From an optimization exercise on the open Yosys and OpenROAD flow, aimed at small area; shortcuts taken in it are not production practice.
Only simulation tests tie the RTL to the original design; equivalence was not proved.
The flow treats the clock pin as an ideal source, which a real chip does not have.
No activity file was given, so power comes from the tool's default toggle rates.

==> flow/design.v <==
package space_pkg;
  typedef logic [9:0] coord_t;   
  typedef logic [9:0] score_t;   
  localparam coord_t H_ACTIVE     = 10'd640;
  localparam coord_t H_TOTAL      = 10'd800;
  localparam coord_t H_SYNC_START = 10'd656;
  localparam coord_t H_SYNC_END   = 10'd752;
  localparam coord_t V_ACTIVE     = 10'd480;
  localparam coord_t V_TOTAL      = 10'd525;
  localparam coord_t V_SYNC_START = 10'd490;
  localparam coord_t V_SYNC_END   = 10'd492;
  localparam int     NUM_ROWS      = 5;
  localparam int     NUM_COLS      = 11;
  localparam coord_t ALIEN_SIZE    = 10'd24;    
  localparam coord_t ALIEN_PITCH_X = 10'd30;
  localparam coord_t ALIEN_PITCH_Y = 10'd32;
  localparam coord_t GRID_X0       = 10'd70;
  localparam coord_t GRID_Y0       = 10'd150;
  localparam coord_t MARCH_MAX     = 10'd100;
  localparam coord_t SHOOTER_Y       = 10'd460;
  localparam coord_t SHOOTER_START_X = 10'd253;
  localparam coord_t SHOOTER_MIN_X   = 10'd10;
  localparam coord_t SHOOTER_MAX_X   = 10'd528;
  localparam coord_t SHOOTER_STEP    = 10'd10;
  localparam coord_t BULLET_W        = 10'd4;
  localparam coord_t BULLET_H        = 10'd8;
  localparam coord_t BULLET_START_Y  = 10'd460;
  localparam coord_t DIGIT_Y    = 10'd20;
  localparam logic [29:0] DIGIT_X = {   
    10'd90,
    10'd60,
    10'd30
  };
  localparam logic [63:0] SPRITE_SMALL = {   
    8'b10000001,
    8'b01000010,
    8'b00100100,
    8'b11111111,
    8'b11011011,
    8'b01111110,
    8'b00111100,
    8'b00011000
  };
  localparam logic [143:0] SPRITE_MEDIUM = {   
    12'b000000000000,
    12'b100000000100,
    12'b010000001000,
    12'b001100110000,
    12'b101000000010,
    12'b101001100010,
    12'b101111111010,
    12'b111111111110,
    12'b011011101100,
    12'b001111111000,
    12'b000111110000,
    12'b000011100000
  };
  localparam logic [99:0] SPRITE_LARGE = {   
    10'b0111111110,
    10'b1100000110,
    10'b1000000010,
    10'b0100000100,
    10'b0010010010,
    10'b0111111110,
    10'b1111111111,
    10'b1101101101,
    10'b0111111110,
    10'b0011111100
  };
  localparam logic [69:0] SEG_FONT = {   
    7'b1101111,
    7'b1111111,
    7'b0000111,
    7'b1111101,
    7'b1101101,
    7'b1100110,
    7'b1001111,
    7'b1011011,
    7'b0000110,
    7'b0111111
  };
  localparam logic [8:0] ROW_COLOR = {   
    3'b110,
    3'b101,
    3'b011
  };
  localparam logic [49:0] ROW_POINTS = {   
    10'd10,
    10'd10,
    10'd20,
    10'd20,
    10'd30
  };
endpackage
module vga_timing (
  input  logic       clk,
  input  logic       rst_n,
  output logic [4:0] o_hc,       
  output logic [4:0] o_hp,       
  output logic [9:0] o_vy,       
  output logic       o_active,
  output logic       o_hsync,
  output logic       o_vsync
);
  localparam logic [9:0] VY0 = 10'd106;
  function automatic logic [4:0] inc5(input logic [4:0] x);
    logic c;
    c = 1'b1;
    for (int i = 0; i < 5; i++) begin
      inc5[i] = x[i] ^ c;
      c       = x[i] & c;
    end
  endfunction
  function automatic logic [9:0] inc10(input logic [9:0] x);
    logic c;
    c = 1'b1;
    for (int i = 0; i < 10; i++) begin
      inc10[i] = x[i] ^ c;
      c        = x[i] & c;
    end
  endfunction
  logic h_last, v_last, hp_last;
  assign hp_last = (o_hp == 5'd29);
  assign h_last  = (o_hc == 5'd26) && (o_hp == 5'd19);    
  assign v_last  = (o_vy == VY0 + 10'd524);
  always_ff @(posedge clk or negedge rst_n) begin
    if (!rst_n) begin
      o_hc <= '0;
      o_hp <= '0;
      o_vy <= VY0;
    end else begin
      if (h_last) begin
        o_hc <= '0;
        o_hp <= '0;
        o_vy <= v_last ? VY0 : inc10(o_vy);
      end else if (hp_last) begin
        o_hc <= inc5(o_hc);
        o_hp <= '0;
      end else begin
        o_hp <= inc5(o_hp);
      end
    end
  end
  assign o_active = ((o_hc < 5'd21) || (o_hc == 5'd21 && o_hp < 5'd10)) && (o_vy < VY0 + 10'd480);
  assign o_hsync  = !(((o_hc > 5'd21) || (o_hc == 5'd21 && o_hp >= 5'd26)) &&
                      ((o_hc < 5'd25) || (o_hc == 5'd25 && o_hp < 5'd2)));
  assign o_vsync  = !((o_vy >= VY0 + 10'd490) && (o_vy < VY0 + 10'd492));
endmodule
module player_control #(
  parameter int BULLET_DIV = 3000
) (
  input  logic       clk,
  input  logic       rst_n,
  input  logic       i_right,
  input  logic       i_left,
  input  logic       i_fire,
  input  logic       i_start,
  input  logic       i_hit,
  input  logic       i_move_tick,
  output logic [4:0] o_sc,
  output logic [4:0] o_sp,
  output logic [4:0] o_bc,
  output logic [4:0] o_bp,
  output logic [8:0] o_by,
  output logic       o_bullet_active
);
  localparam int BULLET_CW = (BULLET_DIV > 1) ? $clog2(BULLET_DIV) : 1;
  localparam logic [8:0] BY_OFS = 9'd18;
  function automatic logic [4:0] inc5(input logic [4:0] x);
    logic c;
    c = 1'b1;
    for (int i = 0; i < 5; i++) begin
      inc5[i] = x[i] ^ c;
      c       = x[i] & c;
    end
  endfunction
  function automatic logic [4:0] dec5(input logic [4:0] x);
    logic b;
    b = 1'b1;
    for (int i = 0; i < 5; i++) begin
      dec5[i] = x[i] ^ b;
      b       = ~x[i] & b;
    end
  endfunction
  function automatic logic [8:0] dec9(input logic [8:0] x);
    logic b;
    b = 1'b1;
    for (int i = 0; i < 9; i++) begin
      dec9[i] = x[i] ^ b;
      b       = ~x[i] & b;
    end
  endfunction
  function automatic logic [4:0] plus10(input logic [4:0] p);
    plus10 = '0;
    for (int i = 0; i < 30; i++) if (p == 5'(i)) plus10 = 5'((i + 10) % 30);
  endfunction
  function automatic logic [4:0] minus10(input logic [4:0] p);
    minus10 = '0;
    for (int i = 0; i < 30; i++) if (p == 5'(i)) minus10 = 5'((i + 20) % 30);
  endfunction
  logic                 right_q, left_q, fire_q;
  logic                 right_rise, left_rise, fire_rise;
  logic                 dir_r, dir_l;        
  logic                 bullet_tick;
  logic [4:0]           rc, rp, lc, lp;     
  assign right_rise  = i_right & ~right_q;
  assign left_rise   = i_left & ~left_q;
  assign fire_rise   = i_fire & ~fire_q;
  always_ff @(posedge clk or negedge rst_n) begin
    if (!rst_n) begin
      right_q <= 1'b0;
      left_q  <= 1'b0;
      fire_q  <= 1'b0;
    end else begin
      right_q <= i_right;
      left_q  <= i_left;
      fire_q  <= i_fire;
    end
  end
  always_ff @(posedge clk) begin
    if (right_rise) begin
      dir_r <= 1'b1;
      dir_l <= 1'b0;
    end else if (left_rise) begin
      dir_r <= 1'b0;
      dir_l <= 1'b1;
    end else if (!i_right && !i_left) begin
      dir_r <= 1'b0;
      dir_l <= 1'b0;
    end
  end
  always_comb begin
    rc = (o_sp >= 5'd20) ? inc5(o_sc) : o_sc;
    rp = plus10(o_sp);
    if (rc > 5'd17 || (rc == 5'd17 && rp > 5'd22)) begin
      rc = 5'd17;
      rp = 5'd22;
    end
    lc = (o_sp < 5'd10) ? dec5(o_sc) : o_sc;
    lp = minus10(o_sp);
    if (o_sc == 5'd0 && o_sp < 5'd24) begin
      lc = 5'd0;
      lp = 5'd14;
    end
  end
  always_ff @(posedge clk or negedge rst_n) begin
    if (!rst_n) begin
      o_sc <= 5'd8;
      o_sp <= 5'd17;
    end else if (i_start) begin
      o_sc <= 5'd8;
      o_sp <= 5'd17;
    end else if (i_move_tick && dir_r) begin
      o_sc <= rc;
      o_sp <= rp;
    end else if (i_move_tick && dir_l) begin
      o_sc <= lc;
      o_sp <= lp;
    end
  end
  always_ff @(posedge clk or negedge rst_n) begin
    if (!rst_n) begin
      o_bullet_active <= 1'b0;
    end else if (i_start || i_hit) begin
      o_bullet_active <= 1'b0;
    end else if (o_bullet_active) begin
      if (bullet_tick && o_by == BY_OFS) o_bullet_active <= 1'b0;   
    end else if (fire_rise) begin
      o_bullet_active <= 1'b1;
    end
  end
  always_ff @(posedge clk) begin
    if (!o_bullet_active && fire_rise) begin
      o_bc <= o_sc;
      o_bp <= o_sp;
    end
  end
  generate
    if (BULLET_DIV >= 2 && (BULLET_DIV & (BULLET_DIV - 1)) == 0) begin : g_merged
      localparam int YW = 9 + BULLET_CW;
      logic [YW-1:0] yq, yq_dec;
      always_comb begin
        logic b;
        b = 1'b1;
        for (int i = 0; i < YW; i++) begin
          yq_dec[i] = yq[i] ^ b;
          b         = ~yq[i] & b;
        end
      end
      assign bullet_tick = (yq[BULLET_CW-1:0] == '0);
      assign o_by        = yq[YW-1:BULLET_CW];
      always_ff @(posedge clk) begin
        if (!o_bullet_active) begin
          yq <= {BY_OFS + 9'd460, BULLET_CW'(BULLET_DIV - 1)};
        end else if (!(bullet_tick && o_by == BY_OFS)) begin
          yq <= yq_dec;
        end
      end
    end else begin : g_split
      logic [BULLET_CW-1:0] bullet_cnt;
      assign bullet_tick = (bullet_cnt == BULLET_CW'(BULLET_DIV - 1));
      always_ff @(posedge clk) begin
        if (!o_bullet_active) begin
          bullet_cnt <= '0;
          o_by       <= BY_OFS + 9'd460;
        end else begin
          bullet_cnt <= bullet_tick ? '0 : bullet_cnt + 1'b1;
          if (bullet_tick && o_by != BY_OFS) o_by <= dec9(o_by);
        end
      end
    end
  endgenerate
endmodule
module alien_fleet #(
  parameter int MARCH_DIV = 50000,
  parameter int MOVE_DIV  = 500000
) (
  input  logic        clk,
  input  logic        rst_n,
  input  logic        i_restart,
  input  logic [4:0]  i_bc,
  input  logic [4:0]  i_bp,
  input  logic [8:0]  i_by,             
  input  logic        i_bullet_active,
  output logic        o_hit,
  output logic        o_won,
  output logic        o_start,
  output logic        o_move_tick,
  output logic [54:0] o_dead,
  output logic [2:0]  o_mc,
  output logic [4:0]  o_mp,
  output logic [3:0]  o_hund,
  output logic [3:0]  o_tens
);
  localparam int MARCH_CW = (MARCH_DIV > 1) ? $clog2(MARCH_DIV) : 1;
  function automatic logic [MARCH_CW-1:0] incm(input logic [MARCH_CW-1:0] x);
    logic c;
    c = 1'b1;
    for (int i = 0; i < MARCH_CW; i++) begin
      incm[i] = x[i] ^ c;
      c       = x[i] & c;
    end
  endfunction
  function automatic logic [4:0] inc5(input logic [4:0] x);
    logic c;
    c = 1'b1;
    for (int i = 0; i < 5; i++) begin
      inc5[i] = x[i] ^ c;
      c       = x[i] & c;
    end
  endfunction
  function automatic logic [4:0] dec5(input logic [4:0] x);
    logic b;
    b = 1'b1;
    for (int i = 0; i < 5; i++) begin
      dec5[i] = x[i] ^ b;
      b       = ~x[i] & b;
    end
  endfunction
  function automatic logic [5:0] sub5(input logic [4:0] x, input logic [4:0] y, input logic bin);
    logic c;
    c = ~bin;
    for (int i = 0; i < 5; i++) begin
      sub5[i] = x[i] ^ ~y[i] ^ c;
      c       = (x[i] & ~y[i]) | (x[i] & c) | (~y[i] & c);
    end
    sub5[5] = ~c;
  endfunction
  logic [MARCH_CW-1:0] march_cnt;
  logic                march_right;
  logic                fresh;
  logic                clr;
  assign o_start = i_restart | o_won;
  assign clr     = o_start | fresh;
  generate
    if (MARCH_DIV % MOVE_DIV == 0) begin : g_shared
      assign o_move_tick = ((march_cnt % MARCH_CW'(MOVE_DIV)) == MARCH_CW'(MOVE_DIV - 1));
    end else begin : g_own
      localparam int MOVE_CW = (MOVE_DIV > 1) ? $clog2(MOVE_DIV) : 1;
      logic [MOVE_CW-1:0] move_cnt;
      assign o_move_tick = (move_cnt == MOVE_CW'(MOVE_DIV - 1));
      always_ff @(posedge clk or negedge rst_n) begin
        if (!rst_n) move_cnt <= '0;
        else if (o_start) move_cnt <= '0;
        else move_cnt <= o_move_tick ? '0 : move_cnt + 1'b1;
      end
    end
  endgenerate
  logic [5:0] bd;
  logic       bborrow;
  logic       ge26, eq25;
  logic [5:0] colb;       
  logic [5:0] hcol;       
  logic       xhit;
  logic [3:0] hc4;
  logic [3:0] yrow;
  logic [4:0] prow, srow;    
  logic [4:0] colbits;       
  logic       p_live, s_live, hit_found;
  logic [4:0] hrow;          
  assign bd      = sub5(i_bp, o_mp, 1'b0);
  assign bborrow = bd[5];
  assign ge26    = bborrow ? (bd[4:0] >= 5'd28) : (bd[4:0] >= 5'd26);
  assign eq25    = bborrow ? (bd[4:0] == 5'd27) : (bd[4:0] == 5'd25);
  assign colb    = sub5(i_bc, {2'b0, o_mc}, bborrow);
  always_comb begin
    logic c;
    c = ge26;
    for (int i = 0; i < 6; i++) begin
      hcol[i] = colb[i] ^ c;
      c       = colb[i] & c;
    end
  end
  assign xhit    = !eq25 && !hcol[5] && (hcol[4:0] <= 5'd10);
  assign hc4     = hcol[3:0];
  assign yrow = i_by[8:5];
  always_comb begin
    for (int r = 0; r < 5; r++) begin
      prow[r] = (yrow == 4'(5 + r));
      srow[r] = (yrow == 4'(6 + r)) && (i_by[4:0] == 5'd0);
    end
  end
  logic [10:0] hsel;       
  always_comb begin
    for (int c = 0; c < 11; c++) hsel[c] = (hc4 == 4'(c));
    for (int r = 0; r < 5; r++) colbits[r] = |(~o_dead[r*11 +: 11] & hsel) == 1'b0;
  end
  assign s_live    = |(srow & ~colbits);
  assign p_live    = |(prow & ~colbits);
  assign hit_found = i_bullet_active && !o_hit && xhit && (s_live || p_live);
  assign hrow      = s_live ? srow : prow;
  logic       all_dead;
  logic [1:0] pts;        
  logic [3:0] tens_n;
  logic       tens_c;
  logic [4:0] hund_inc;
  logic [1:0] mcq;        
  assign hund_inc = inc5({1'b0, o_hund});
  assign o_mc     = {mcq[1], ~mcq[1], mcq[0]};
  assign all_dead = &o_dead;
  assign o_won = all_dead && !o_hit && !fresh;
  assign pts      = hrow[0] ? 2'd3 : (hrow[1] | hrow[2]) ? 2'd2 : 2'd1;
  always_comb begin
    logic [4:0] sum;
    logic       c;
    c = 1'b0;
    for (int i = 0; i < 4; i++) begin
      logic b;
      b = (i < 2) ? pts[i] : 1'b0;
      sum[i] = o_tens[i] ^ b ^ c;
      c      = (o_tens[i] & b) | (o_tens[i] & c) | (b & c);
    end
    sum[4] = c;
    tens_c = (sum >= 5'd10);
    tens_n = tens_c ? 4'(sum - 5'd10) : sum[3:0];
  end
  always_ff @(posedge clk or negedge rst_n) begin
    if (!rst_n) begin
      fresh <= 1'b1;
    end else begin
      fresh <= 1'b0;
    end
  end
  logic        nclr;
  logic [4:0]  krow;
  logic [10:0] kcol;
  assign nclr = !clr;
  assign krow = hrow & {5{hit_found & nclr}};
  assign kcol = hsel;
  always_ff @(posedge clk) begin
    for (int r = 0; r < 5; r++) begin
      for (int c = 0; c < 11; c++) begin
        o_dead[r*11 + c] <= (o_dead[r*11 + c] & nclr) | (krow[r] & kcol[c]);
      end
    end
  end
  always_ff @(posedge clk or negedge rst_n) begin
    if (!rst_n) begin
      o_hund       <= '0;
      o_tens       <= '0;
      o_hit        <= 1'b0;
    end else if (o_start) begin
      o_hund       <= '0;
      o_tens       <= '0;
      o_hit        <= 1'b0;
    end else begin
      o_hit <= hit_found;
      if (hit_found) begin
        o_tens       <= tens_n;
        if (tens_c) o_hund <= hund_inc[3:0];
      end
    end
  end
  always_ff @(posedge clk or negedge rst_n) begin
    if (!rst_n) begin
      march_cnt <= '0;
    end else if (o_start || march_cnt == MARCH_CW'(MARCH_DIV - 1)) begin
      march_cnt <= '0;
    end else begin
      march_cnt <= incm(march_cnt);
    end
  end
  always_ff @(posedge clk) begin
    if (clr) begin
      mcq         <= 2'd0;
      o_mp        <= 5'd10;
      march_right <= 1'b1;
    end else if (march_cnt == MARCH_CW'(MARCH_DIV - 1)) begin
      if (march_right) begin
        if (o_mc < 3'd5 || o_mp < 5'd20) begin
          if (o_mp == 5'd29) begin
            mcq  <= {mcq[1] ^ mcq[0], ~mcq[0]};
            o_mp <= 5'd0;
          end else begin
            o_mp <= inc5(o_mp);
          end
        end else begin
          march_right <= 1'b0;
        end
      end else begin
        if (o_mc != 3'd2 || o_mp != 5'd10) begin
          if (o_mp == 5'd0) begin
            mcq  <= {mcq[1] ^ ~mcq[0], ~mcq[0]};
            o_mp <= 5'd29;
          end else begin
            o_mp <= dec5(o_mp);
          end
        end else begin
          march_right <= 1'b1;
        end
      end
    end
  end
endmodule
module frame_renderer (
  input  logic        clk,
  input  logic        rst_n,
  input  logic [4:0]  i_hc,
  input  logic [4:0]  i_hp,
  input  logic [9:0]  i_vy,             
  input  logic        i_active,
  input  logic        i_hsync,
  input  logic        i_vsync,
  input  logic [54:0] i_dead,
  input  logic [2:0]  i_mc,
  input  logic [4:0]  i_mp,
  input  logic [4:0]  i_sc,             
  input  logic [4:0]  i_sp,
  input  logic [4:0]  i_bc,
  input  logic [4:0]  i_bp,
  input  logic [8:0]  i_by,             
  input  logic        i_bullet_active,
  input  logic [3:0]  i_hund,
  input  logic [3:0]  i_tens,
  output logic        o_red,
  output logic        o_green,
  output logic        o_blue,
  output logic        o_hsync,
  output logic        o_vsync
);
  localparam logic [9:0] VY0 = 10'd106;
  function automatic logic [5:0] sub5(input logic [4:0] x, input logic [4:0] y, input logic bin);
    logic c;
    c = ~bin;
    for (int i = 0; i < 5; i++) begin
      sub5[i] = x[i] ^ ~y[i] ^ c;
      c       = (x[i] & ~y[i]) | (x[i] & c) | (~y[i] & c);
    end
    sub5[5] = ~c;
  endfunction
  function automatic logic [4:0] inc5(input logic [4:0] x);
    logic c;
    c = 1'b1;
    for (int i = 0; i < 5; i++) begin
      inc5[i] = x[i] ^ c;
      c       = x[i] & c;
    end
  endfunction
  function automatic logic [9:0] sub10(input logic [9:0] x, input logic [9:0] y);
    logic c;
    c = 1'b1;
    for (int i = 0; i < 10; i++) begin
      sub10[i] = x[i] ^ ~y[i] ^ c;
      c        = (x[i] & ~y[i]) | (x[i] & c) | (~y[i] & c);
    end
  endfunction
  function automatic logic [3:0] dec4(input logic [3:0] x);
    logic b;
    b = 1'b1;
    for (int i = 0; i < 4; i++) begin
      dec4[i] = x[i] ^ b;
      b       = ~x[i] & b;
    end
  endfunction
  function automatic logic [11:0] sprite_row(input logic [1:0] cls, input logic [3:0] sy);
    case ({cls, sy})
      {2'd0, 4'd0}: sprite_row = 12'b000000011000;
      {2'd0, 4'd1}: sprite_row = 12'b000000111100;
      {2'd0, 4'd2}: sprite_row = 12'b000001111110;
      {2'd0, 4'd3}: sprite_row = 12'b000011011011;
      {2'd0, 4'd4}: sprite_row = 12'b000011111111;
      {2'd0, 4'd5}: sprite_row = 12'b000000100100;
      {2'd0, 4'd6}: sprite_row = 12'b000001000010;
      {2'd0, 4'd7}: sprite_row = 12'b000010000001;
      {2'd1, 4'd0}: sprite_row = 12'b000011100000;
      {2'd1, 4'd1}: sprite_row = 12'b000111110000;
      {2'd1, 4'd2}: sprite_row = 12'b001111111000;
      {2'd1, 4'd3}: sprite_row = 12'b011011101100;
      {2'd1, 4'd4}: sprite_row = 12'b111111111110;
      {2'd1, 4'd5}: sprite_row = 12'b101111111010;
      {2'd1, 4'd6}: sprite_row = 12'b101001100010;
      {2'd1, 4'd7}: sprite_row = 12'b101000000010;
      {2'd1, 4'd8}: sprite_row = 12'b001100110000;
      {2'd1, 4'd9}: sprite_row = 12'b010000001000;
      {2'd1, 4'd10}: sprite_row = 12'b100000000100;
      {2'd1, 4'd11}: sprite_row = 12'b000000000000;
      {2'd2, 4'd0}: sprite_row = 12'b000011111100;
      {2'd2, 4'd1}: sprite_row = 12'b000111111110;
      {2'd2, 4'd2}: sprite_row = 12'b001101101101;
      {2'd2, 4'd3}: sprite_row = 12'b001111111111;
      {2'd2, 4'd4}: sprite_row = 12'b000111111110;
      {2'd2, 4'd5}: sprite_row = 12'b000010010010;
      {2'd2, 4'd6}: sprite_row = 12'b000100000100;
      {2'd2, 4'd7}: sprite_row = 12'b001000000010;
      {2'd2, 4'd8}: sprite_row = 12'b001100000110;
      {2'd2, 4'd9}: sprite_row = 12'b000111111110;
      default: sprite_row = 12'b0;
    endcase
  endfunction
  function automatic logic seg_bit(input logic [6:0] s, input logic [3:0] x, input logic [3:0] y);
    logic mid_x;
    mid_x = (x >= 4'd2 && x < 4'd8);
    seg_bit = (s[0] && y < 4'd2 && mid_x) ||
              (s[1] && x >= 4'd8 && y >= 4'd2 && y < 4'd7) ||
              (s[2] && x >= 4'd8 && y >= 4'd7 && y < 4'd12) ||
              (s[3] && y >= 4'd12 && mid_x) ||
              (s[4] && x < 4'd2 && y >= 4'd7 && y < 4'd12) ||
              (s[5] && x < 4'd2 && y >= 4'd2 && y < 4'd7) ||
              (s[6] && y >= 4'd7 && y < 4'd9 && mid_x);
  endfunction
  logic [4:0]  vrow;
  logic [2:0]  row;
  logic        row_ok;
  logic [1:0]  cls;
  logic [5:0]  ad, col;
  logic        col_ok;
  logic [3:0]  sx;
  logic [10:0] row_dead;
  logic [11:0] sprite_word;
  logic        alien_pix;
  logic [2:0]  alien_rgb;
  assign vrow   = i_vy[9:5];
  assign row_ok = (vrow >= 5'd8) && (vrow <= 5'd12) && (i_vy[4:3] != 2'b11);
  always_comb begin
    case (vrow[2:0])
      3'd0:    row = 3'd0;
      3'd1:    row = 3'd1;
      3'd2:    row = 3'd2;
      3'd3:    row = 3'd3;
      default: row = 3'd4;
    endcase
  end
  assign cls    = (row == 3'd0) ? 2'd0 : (row <= 3'd2) ? 2'd1 : 2'd2;
  assign ad     = sub5(i_hp, i_mp, 1'b0);
  assign col    = sub5(i_hc, {2'b0, i_mc}, ad[5]);
  assign col_ok = !col[5] && (col[4:0] <= 5'd10) && (ad[5] ? (ad[4:0] < 5'd26) : (ad[4:0] < 5'd24));
  assign sx     = ad[5] ? dec4(ad[4:1]) : ad[4:1];
  always_comb begin
    row_dead = '0;
    for (int r = 0; r < 5; r++) row_dead |= i_dead[r*11 +: 11] & {11{row == 3'(r)}};
  end
  assign sprite_word = sprite_row(cls, i_vy[4:1]);
  assign alien_pix   = row_ok && col_ok && !row_dead[col[3:0]] && sprite_word[sx];
  always_comb begin
    case (cls)
      2'd0:    alien_rgb = {3{alien_pix}} & space_pkg::ROW_COLOR[2:0];
      2'd1:    alien_rgb = {3{alien_pix}} & space_pkg::ROW_COLOR[5:3];
      default: alien_rgb = {3{alien_pix}} & space_pkg::ROW_COLOR[8:6];
    endcase
  end
  logic [5:0] sd, sdc;
  logic       s_on;
  logic       bar1, bar2, bar3;
  logic       shooter_pix;
  assign sd   = sub5(i_hp, i_sp, 1'b0);
  assign s_on = sd[5] ? (i_hc == inc5(i_sc)) && (i_sc != 5'd31) : (i_hc == i_sc);
  assign bar1 = sd[5] ? (sd[4:0] >= 5'd4 && sd[4:0] < 5'd12) : (sd[4:0] >= 5'd2 && sd[4:0] < 5'd10);
  assign bar2 = sd[5] ? (sd[4:0] >= 5'd6 && sd[4:0] < 5'd10) : (sd[4:0] >= 5'd4 && sd[4:0] < 5'd8);
  assign bar3 = sd[5] ? (sd[4:0] >= 5'd2 && sd[4:0] < 5'd14) : (sd[4:0] < 5'd12);
  always_comb begin
    shooter_pix = 1'b0;
    if (s_on) begin
      if (i_vy >= VY0 + 10'd460 && i_vy < VY0 + 10'd462) shooter_pix = bar1;
      if (i_vy >= VY0 + 10'd462 && i_vy < VY0 + 10'd468) shooter_pix = bar2;
      if (i_vy >= VY0 + 10'd468 && i_vy < VY0 + 10'd470) shooter_pix = bar3;
    end
  end
  logic [5:0] bd, bdc;
  logic [9:0] bdy;
  logic       bullet_pix;
  assign bd  = sub5(i_hp, i_bp, 1'b0);
  assign bdy = sub10(i_vy, {1'b0, i_by});
  assign bullet_pix = i_bullet_active && (bd[5] ? (i_hc == inc5(i_bc)) && (i_bc != 5'd31) : (i_hc == i_bc)) &&
                      (bd[5] ? (bd[4:0] >= 5'd2 && bd[4:0] < 5'd6) : (bd[4:0] < 5'd4)) &&
                      (bdy[9:3] == 7'd11);
  logic [3:0] digit;
  logic [6:0] font;
  logic [3:0] sdy;
  logic       score_pix;
  assign sdy = 4'(i_vy[3:0] - 4'd14);     
  always_comb begin
    case (i_hc[1:0])
      2'd1:    digit = i_hund;
      2'd2:    digit = i_tens;
      default: digit = 4'd0;
    endcase
    case (digit)
      4'd0:    font = space_pkg::SEG_FONT[0*7 +: 7];
      4'd1:    font = space_pkg::SEG_FONT[1*7 +: 7];
      4'd2:    font = space_pkg::SEG_FONT[2*7 +: 7];
      4'd3:    font = space_pkg::SEG_FONT[3*7 +: 7];
      4'd4:    font = space_pkg::SEG_FONT[4*7 +: 7];
      4'd5:    font = space_pkg::SEG_FONT[5*7 +: 7];
      4'd6:    font = space_pkg::SEG_FONT[6*7 +: 7];
      4'd7:    font = space_pkg::SEG_FONT[7*7 +: 7];
      4'd8:    font = space_pkg::SEG_FONT[8*7 +: 7];
      default: font = space_pkg::SEG_FONT[9*7 +: 7];
    endcase
  end
  assign score_pix = (i_hc >= 5'd1) && (i_hc <= 5'd3) && (i_hp < 5'd10) &&
                     (i_vy >= VY0 + 10'd20) && (i_vy < VY0 + 10'd34) &&
                     seg_bit(font, i_hp[3:0], sdy);
  logic red, green, blue;
  assign red   = alien_rgb[2] | bullet_pix | score_pix;
  assign green = alien_rgb[1] | bullet_pix | shooter_pix;
  assign blue  = alien_rgb[0] | bullet_pix | shooter_pix;
  always_ff @(posedge clk or negedge rst_n) begin
    if (!rst_n) begin
      o_red   <= 1'b0;
      o_green <= 1'b0;
      o_blue  <= 1'b0;
      o_hsync <= 1'b1;
      o_vsync <= 1'b1;
    end else begin
      o_red   <= i_active & red;
      o_green <= i_active & green;
      o_blue  <= i_active & blue;
      o_hsync <= i_hsync;
      o_vsync <= i_vsync;
    end
  end
endmodule
module invaders_top #(
  parameter int MOVE_DIV   = 64,
  parameter int BULLET_DIV = 4,
  parameter int MARCH_DIV  = 256
) (
  input  logic              clk,
  input  logic              rst_n,
  input  logic              i_right,
  input  logic              i_left,
  input  logic              i_fire,
  input  logic              i_restart,
  output logic              o_hsync,
  output logic              o_vsync,
  output logic              o_red,
  output logic              o_green,
  output logic              o_blue,
  output space_pkg::score_t o_score,
  output logic              o_won
);
  logic [4:0]  hc, hp;
  logic [9:0]  vy;
  logic        active, hsync_raw, vsync_raw;
  logic [4:0]  sc, sp, bc, bp;
  logic [8:0]  by;
  logic [8:0]  half_score;
  logic        bullet_active, hit, start, move_tick;
  logic [54:0] dead;
  logic [2:0]  mc;
  logic [4:0]  mp;
  logic [3:0]  hund, tens;
  vga_timing u_timing (
    .clk      (clk),
    .rst_n    (rst_n),
    .o_hc     (hc),
    .o_hp     (hp),
    .o_vy     (vy),
    .o_active (active),
    .o_hsync  (hsync_raw),
    .o_vsync  (vsync_raw)
  );
  player_control #(
    .BULLET_DIV (BULLET_DIV)
  ) u_player (
    .clk             (clk),
    .rst_n           (rst_n),
    .i_right         (i_right),
    .i_left          (i_left),
    .i_fire          (i_fire),
    .i_start         (start),
    .i_hit           (hit),
    .i_move_tick     (move_tick),
    .o_sc            (sc),
    .o_sp            (sp),
    .o_bc            (bc),
    .o_bp            (bp),
    .o_by            (by),
    .o_bullet_active (bullet_active)
  );
  alien_fleet #(
    .MARCH_DIV (MARCH_DIV),
    .MOVE_DIV  (MOVE_DIV)
  ) u_fleet (
    .clk             (clk),
    .rst_n           (rst_n),
    .i_restart       (i_restart),
    .i_bc            (bc),
    .i_bp            (bp),
    .i_by            (by),
    .i_bullet_active (bullet_active),
    .o_hit           (hit),
    .o_won           (o_won),
    .o_start         (start),
    .o_move_tick     (move_tick),
    .o_dead          (dead),
    .o_mc            (mc),
    .o_mp            (mp),
    .o_hund          (hund),
    .o_tens          (tens)
  );
  function automatic logic [8:0] add9(input logic [8:0] x, input logic [8:0] y);
    logic c;
    c = 1'b0;
    for (int i = 0; i < 9; i++) begin
      add9[i] = x[i] ^ y[i] ^ c;
      c       = (x[i] & y[i]) | (x[i] & c) | (y[i] & c);
    end
  endfunction
  logic [8:0] t5, h50;
  assign t5  = add9({5'b0, tens}, {3'b0, tens, 2'b0});
  assign h50 = add9({4'b0, hund, 1'b0}, add9({1'b0, hund, 4'b0}, {hund, 5'b0}));
  assign half_score = add9(t5, h50);
  assign o_score = {half_score, 1'b0};
  frame_renderer u_render (
    .clk             (clk),
    .rst_n           (rst_n),
    .i_hc            (hc),
    .i_hp            (hp),
    .i_vy            (vy),
    .i_active        (active),
    .i_hsync         (hsync_raw),
    .i_vsync         (vsync_raw),
    .i_dead          (dead),
    .i_mc            (mc),
    .i_mp            (mp),
    .i_sc            (sc),
    .i_sp            (sp),
    .i_bc            (bc),
    .i_bp            (bp),
    .i_by            (by),
    .i_bullet_active (bullet_active),
    .i_hund          (hund),
    .i_tens          (tens),
    .o_red           (o_red),
    .o_green         (o_green),
    .o_blue          (o_blue),
    .o_hsync         (o_hsync),
    .o_vsync         (o_vsync)
  );
endmodule
==> flow/flow/run.sh <==
#!/bin/bash
# Own layout flow: the standard flow, with three changes.
#  1. Synthesis runs the standard synthesis script unchanged, except that
#     the final ABC mapping uses an area-oriented script (abc_area.script in
#     this folder: three rounds of choice computation and area-recovery
#     mapping), and adders are left to ABC instead of being extracted into
#     full/half-adder cells first (ADDER_MAP_FILE empty).
#     Registers are mapped before ABC, so they are the standard synthesis's.
#  2. Ports are buffered with sky130_fd_sc_hd__buf_1 instead of the default
#     buffer cell.
#  3. The clock's registers are split into six groups by position, each
#     driven by one sky130_fd_sc_hd__buf_12 (manual_cts.tcl, run as the
#     hook before CTS); CTS then builds the tree from the clock port to those
#     buffers from sky130_fd_sc_hd__clkbuf_4, without dummy loads.
# Every tool's output goes to a log file in the work folder.
set -euo pipefail
W=$PWD
rm -rf "$W/scripts_abc"
cp -r "$FLOW_HOME/scripts" "$W/scripts_abc"
cp "$W/flow/abc_area.script" "$W/scripts_abc/abc_area.script"
bash standard.sh "SCRIPTS_DIR=$W/scripts_abc" "ADDER_MAP_FILE=" synth > "$W/flow_synth.log" 2>&1
bash standard.sh "BUFFER_PORTS_ARGS=-buffer_cell sky130_fd_sc_hd__buf_1" \
  "PRE_CTS_TCL=$W/flow/manual_cts.tcl" \
  "CTS_ARGS=-sink_clustering_enable -repair_clock_nets -clk_nets clk -buf_list sky130_fd_sc_hd__clkbuf_4 -dont_use_dummy_load" \
  finish > "$W/flow_layout.log" 2>&1
test -s "$W/out/final.def"
==> flow/flow/abc_area.script <==
strash
dch -f
map -a
strash
dch -f
map -a
strash
dch -f
map -a
topo
==> flow/flow/manual_cts.tcl <==
# Hook run before clock tree synthesis: split the clock's register sinks into
# 2 x 3 groups by position (halves in x, thirds in y within each half) and
# drive each group from its own sky130_fd_sc_hd__buf_12, placed at the
# group's centre. Every group gets the same buffer and a similar load, so the
# clock arrives at all registers at about the same time. CTS then builds the
# tree from the clock port to these six buffers, and detailed placement
# legalizes them.
set block [ord::get_db_block]
set db [ord::get_db]
set clk_net [$block findNet clk]
set master [$db findMaster sky130_fd_sc_hd__buf_12]
set pts {}
foreach it [$clk_net getITerms] {
  set inst [$it getInst]
  set bb [$inst getBBox]
  lappend pts [list [expr {([$bb xMin] + [$bb xMax]) / 2}] [expr {([$bb yMin] + [$bb yMax]) / 2}] $it]
}
set n [llength $pts]
set byx [lsort -integer -index 0 $pts]
set gx 2
set gy 3
set groups {}
for {set i 0} {$i < $gx} {incr i} {
  set part [lrange $byx [expr {$i * $n / $gx}] [expr {($i + 1) * $n / $gx - 1}]]
  set byy [lsort -integer -index 1 $part]
  set m [llength $byy]
  for {set j 0} {$j < $gy} {incr j} {
    lappend groups [lrange $byy [expr {$j * $m / $gy}] [expr {($j + 1) * $m / $gy - 1}]]
  }
}
set g 0
foreach grp $groups {
  set sx 0; set sy 0
  foreach p $grp { incr sx [lindex $p 0]; incr sy [lindex $p 1] }
  set cx [expr {$sx / [llength $grp]}]
  set cy [expr {$sy / [llength $grp]}]
  set buf [odb::dbInst_create $block $master "clkbuf_manual_$g"]
  set net [odb::dbNet_create $block "clk_manual_$g"]
  $net setSigType CLOCK
  [$buf findITerm A] connect $clk_net
  [$buf findITerm X] connect $net
  foreach p $grp {
    set it [lindex $p 2]
    $it disconnect
    $it connect $net
  }
  $buf setLocation $cx $cy
  $buf setPlacementStatus PLACED
  puts "manual clock buffer $g: [llength $grp] sinks at $cx $cy"
  incr g
}
==> flow/standard.sh <==
#!/bin/bash
# synth_recipe.tcl (not shown) runs the flow's synth.tcl, then flattens the netlist and writes it again
# the make line also repeats each setting of config.mk as NAME=value (left out here)
make -C /OpenROAD-flow-scripts/flow DESIGN_CONFIG=/design/flow/config.mk WORK_HOME=/design/flow/orfs CLKGATE_MAP_FILE= SYNTH_SCRIPT=/design/flow/synth_recipe.tcl "${@:-finish}"
==> flow/config.mk <==
export PLATFORM = sky130hd
export DESIGN_NAME = invaders_top
export DESIGN_NICKNAME = invaders_top
export VERILOG_FILES = /design/flow/design.v
export SDC_FILE = /design/flow/constraint.sdc
export NUM_CORES = 4
export LEC_CHECK = 0
export ABC_AREA = 1
export CAP_MARGIN = 20
export CORE_MARGIN = 2
export CORE_UTILIZATION = 40
export CTS_BUF_LIST = sky130_fd_sc_hd__clkbuf_8
export CTS_CLUSTER_DIAMETER = 150
export CTS_CLUSTER_SIZE = 40
export SLEW_MARGIN = 20
==> flow/constraint.sdc <==
create_clock -name core_clock -period 20.0 [get_ports {clk}]
set_input_delay 4.0000 -clock core_clock [delete_from_list [all_inputs] [get_ports {clk}]]
set_output_delay 4.0000 -clock core_clock [all_outputs]
set_load 0.01 [all_outputs]
==> results.py <==
metrics = {
    "outcome": {
        "status": "no timing/DRC/antenna violations",
    },
    "setup_path": {
        "path_buf_inv": 6,
        "critPathMaxFanout": 7,
        "crit_family": "compound AO/OA/AOI/OAI gates",
        "arrival_ns": 7.50,
        "crit_required_ns": 20.44,
        "critPathSlowestCell": "dfxtp_1",
        "critical_path_class": "reg -> reg",
        "worst_setup_path_start_kind": "flip-flop",
        "crit_path_frequent_cell": "nor2_1",
        "slowest_delay_ns": 0.44,
        "end_kind": "flip-flop",
    },
    "pwr": {
        "cellPowerDensity_mw_per_mm2": 47.58,
        "vdd_ir_drop_max_uv": 38.33,
        "p_leak_nw": 3.511,
    },
    "final_layout": {
        "final_common_cell": "nor2_1",
        "fill_cells": 2388,
        "design_area_mm2": 0.009814,
        "layout.nets": 1431,
        "final_cell_mix": "nor2_1 (255), nand2_1 (245), clkinv_1 (221), o21ai_0 (99), a21oi_1 (93)",
        "area_delta_synth_final_pct": 6.562,
        "layout-drive-gt1-share_pct": 2.319,
    },
    "grt": {
        "antenna_found_initial": 1,
        "grt_pass1_wl_mm": 48.47,
        "grt_max_degree": 58,
        "grt_pass1_vias": 9122,
        "grt_usage_pct": 24.83,
        "grt_overflow": 0,
    },
    "synthesis": {
        "synth_seq_cells": 143,
        "synth_seq_area_share_pct": 35.40,
        "syn_avg_cell_area_um2": 6.626,
        "synth_warnings": 5,
        "ys_types": 41,
        "synth.cell_area_mm2": 0.009210,
        "syn_inst": 1390,
    },
    "timing": {
        "rsz0062_at_grt": "false",
        "slew_headroom_pct": 31.82,
        "period_share_pct": 35.27,
        "hold_viol_final": 0,
        "min_period_ns": 7.055,
        "drv_slew": 0,
        "max_freq_mhz": 141.8,
        "finClkSkew_ns": 0.02507,
        "worst_slew_pin_slew_ns": 0.9969,
        "setup_tns_ns": 0,
        "finalSetupViolations": 0,
    },
    "place": {
        "place_hpwl_mm": 22.71,
        "place.gp.congestion": 1.028,
        "portBuffers": 20,
        "placed_area_mm2": 0.009669,
    },
    "die": {
        "io_pins": 22,
        "fp.coreArea_mm2": 0.02264,
        "dieArea_mm2": 0.02425,
        "initial_core_util_pct": 40.68,
        "num_rows": 55,
        "die_y_um": 155.7,
        "die_w_um": 155.7,
    },
    "route": {
        "drc": 0,
        "via_per_inst": 5.752,
        "routed_wl_mm": 29.65,
        "ant_nets": 0,
        "avgRoutedWirePerCell_um": 17.35,
        "drtIter0Drc": 981,
        "first_pass_iters": 7,
        "vias": 9831,
    },
    "min_path": {
        "hold_path.class": "reg -> reg",
    },
    "clock_tree": {
        "clkTransAtPathRegs_ns": 0.10,
        "cts_resized": 0,
        "cts_tree": "built",
        "cts_buffers": 3,
        "cts_setup_buffers": 0,
        "insertion_delay_ns": 0.56,
        "ctsHoldBuffers": 0,
    },
    "run": {
        "drv_cap": 0,
    },
}
[cells in the mapped netlist, drive strengths merged]
cell type,number,area [µm²]
o211ai,11,82.58
o21a,1,7.510
o311ai,5,43.79
o21bai,1,7.510
nor4,9,56.30
a31oi,15,93.84
xor2,32,280.3
nor2,255,957.2
nand2,245,919.6
o221ai,8,70.07
nand4,22,137.6
a41o,1,11.26
a2111oi,8,70.07
a32o,1,10.01
a21o,1,8.760
a221oi,11,96.34
a311oi,1,8.760
nand3,23,115.1
dfrtp,47,1176
o22ai,80,500.5
o32ai,4,35.03
dfxtp,76,1521
dfstp,10,262.8
or2,6,37.54
a21oi,93,465.5
nor3,48,240.2
a22oi,7,52.55
o2bb2ai,1,8.760
a211oi,6,45.04
a41oi,2,17.52
o2111ai,3,26.28
conb,1,3.750
o41ai,1,8.760
clkinv,221,829.6
o21ai,100,500.5
a32oi,2,17.52
a21boi,2,15.01
o31ai,3,22.52
edfxtp,10,300.3
xnor2,15,131.4
buf,2,15.01
[stage by stage]
stage / total power, mW / hold slack, ns / instances / util [%] / setup slack [ns]
floorplan: 0.3105 / 0.4261 / 1391 / - / 12.90
global placement: 0.3196 / 0.4427 / 1699 / 42.71 / 12.95
detailed placement: 0.3198 / 0.4469 / 1699 / 42.71 / 12.97
CTS: 0.4721 / 0.4617 / 1708 / 43.34 / 12.95
global route: 0.4837 / 0.4832 / 1709 / 43.35 / 11.88
finish: 0.4670 / 0.4604 / 1709 / 43.35 / 12.95
[layer usage]
layer / GRT usage [%] / wire [µm]
met5: 0 / 0
met4: 8.388 / 1053
met3: 2.278 / 1991
met2: 40.88 / 13330
met1: 34.33 / 13280
[cell type report, without the clock buffers]
cell class	count	area (µm²)	share of cell area [%]
repair buffers	25	113.9	1.160
diodes	1	2.502	0.02550
multi-input cells	1025	5109	52.05
inverters	221	829.5	8.452
plain buffers	6	120.1	1.224
flip-flops and latches	143	3261	33.22
well taps	285	356.6	3.633
[report_power, final]
group	internal (mW)	leakage [nW]	total [mW]	switching [mW]
Clock	0.0538	0.0702	0.153	0.0997
Combinational	0.00501	2.01	0.0203	0.0153
Sequential	0.292	1.43	0.293	0.00169
Total	0.350	3.51	0.467	0.117
[registers in the layout (all words and copies together), names as in the netlist, 2 cells and up]
name,count
u_player.o_bp,5
u_player.o_sc,5
u_player.o_sp,5
u_timing.o_hc,5
u_timing.o_vy,10
u_fleet.o_mp,5
u_player.o_bc,5
u_fleet.o_dead,55
u_player.g_merged.yq,11
u_timing.o_hp,5
u_fleet.mcq,2
u_fleet.o_tens,4
u_fleet.o_hund,4
u_fleet.march_cnt,8
[path summary, 6_finish.rpt]
check	slack (ns)	end	start	depth (start not counted)
min	0.46	u_fleet.march_cnt[0]	u_fleet.march_cnt[0]	1
min reg2reg	0.46	u_fleet.march_cnt[0]	u_fleet.march_cnt[0]	1
min in group asynchronous	3.61	u_timing.o_vy[8]	rst_n	2
max	12.95	u_fleet.o_hund[3]	u_fleet.o_mp[0]	37
max reg2reg	12.95	u_fleet.o_hund[3]	u_fleet.o_mp[0]	37
max in group asynchronous	15.85	u_fleet.o_hund[1]	rst_n	2
[cell families after synthesis]
family	after synthesis	share of synthesized area, %
other	1	0.04072
xor gates and xnor gates	47	4.470
buffers and inverters	223	9.170
AOI/OAI and AO/OA	368	24.17
DFF	143	35.40
and+or+nand+nor	608	26.75
[worst register-to-register path: cells and delay by family (launching register included)]
kind	cells	cell delay, ns
compound gates	12	2.87
buf+inv	6	0.80
flops	1	0.44
simple gates	19	2.85

[static timing again, ports no longer ideal]
How much do the figures lean on ideal ports? The routed layout below was timed once more, with nothing changed but the port constraints.
Step 1 (the two cells are an assumption about what drives the block):
set clk [get_ports {clk}]
set_driving_cell -lib_cell sky130_fd_sc_hd__clkbuf_16 $clk
set_driving_cell -lib_cell sky130_fd_sc_hd__buf_2 [delete_from_list [all_inputs] $clk]
Step 2 moves the port delays by t, midway between the first and last clock arrival at a register: inputs arrive t later, outputs are due t later. That takes back most of the time a late clock gives input paths.
Slacks: ideal ports / drivers / drivers and shift; pairs: ideal ports / drivers.
shift t [ns]: 0.585
setup WS [ns]: 12.946 / 12.946 / 12.946
latest minus earliest clock arrival (ns): 0.025 / 0.025
After both steps this run still meets setup and hold. The setup slack of this run moves by 0.000 ns with the drivers and by 0.000 ns with both steps.
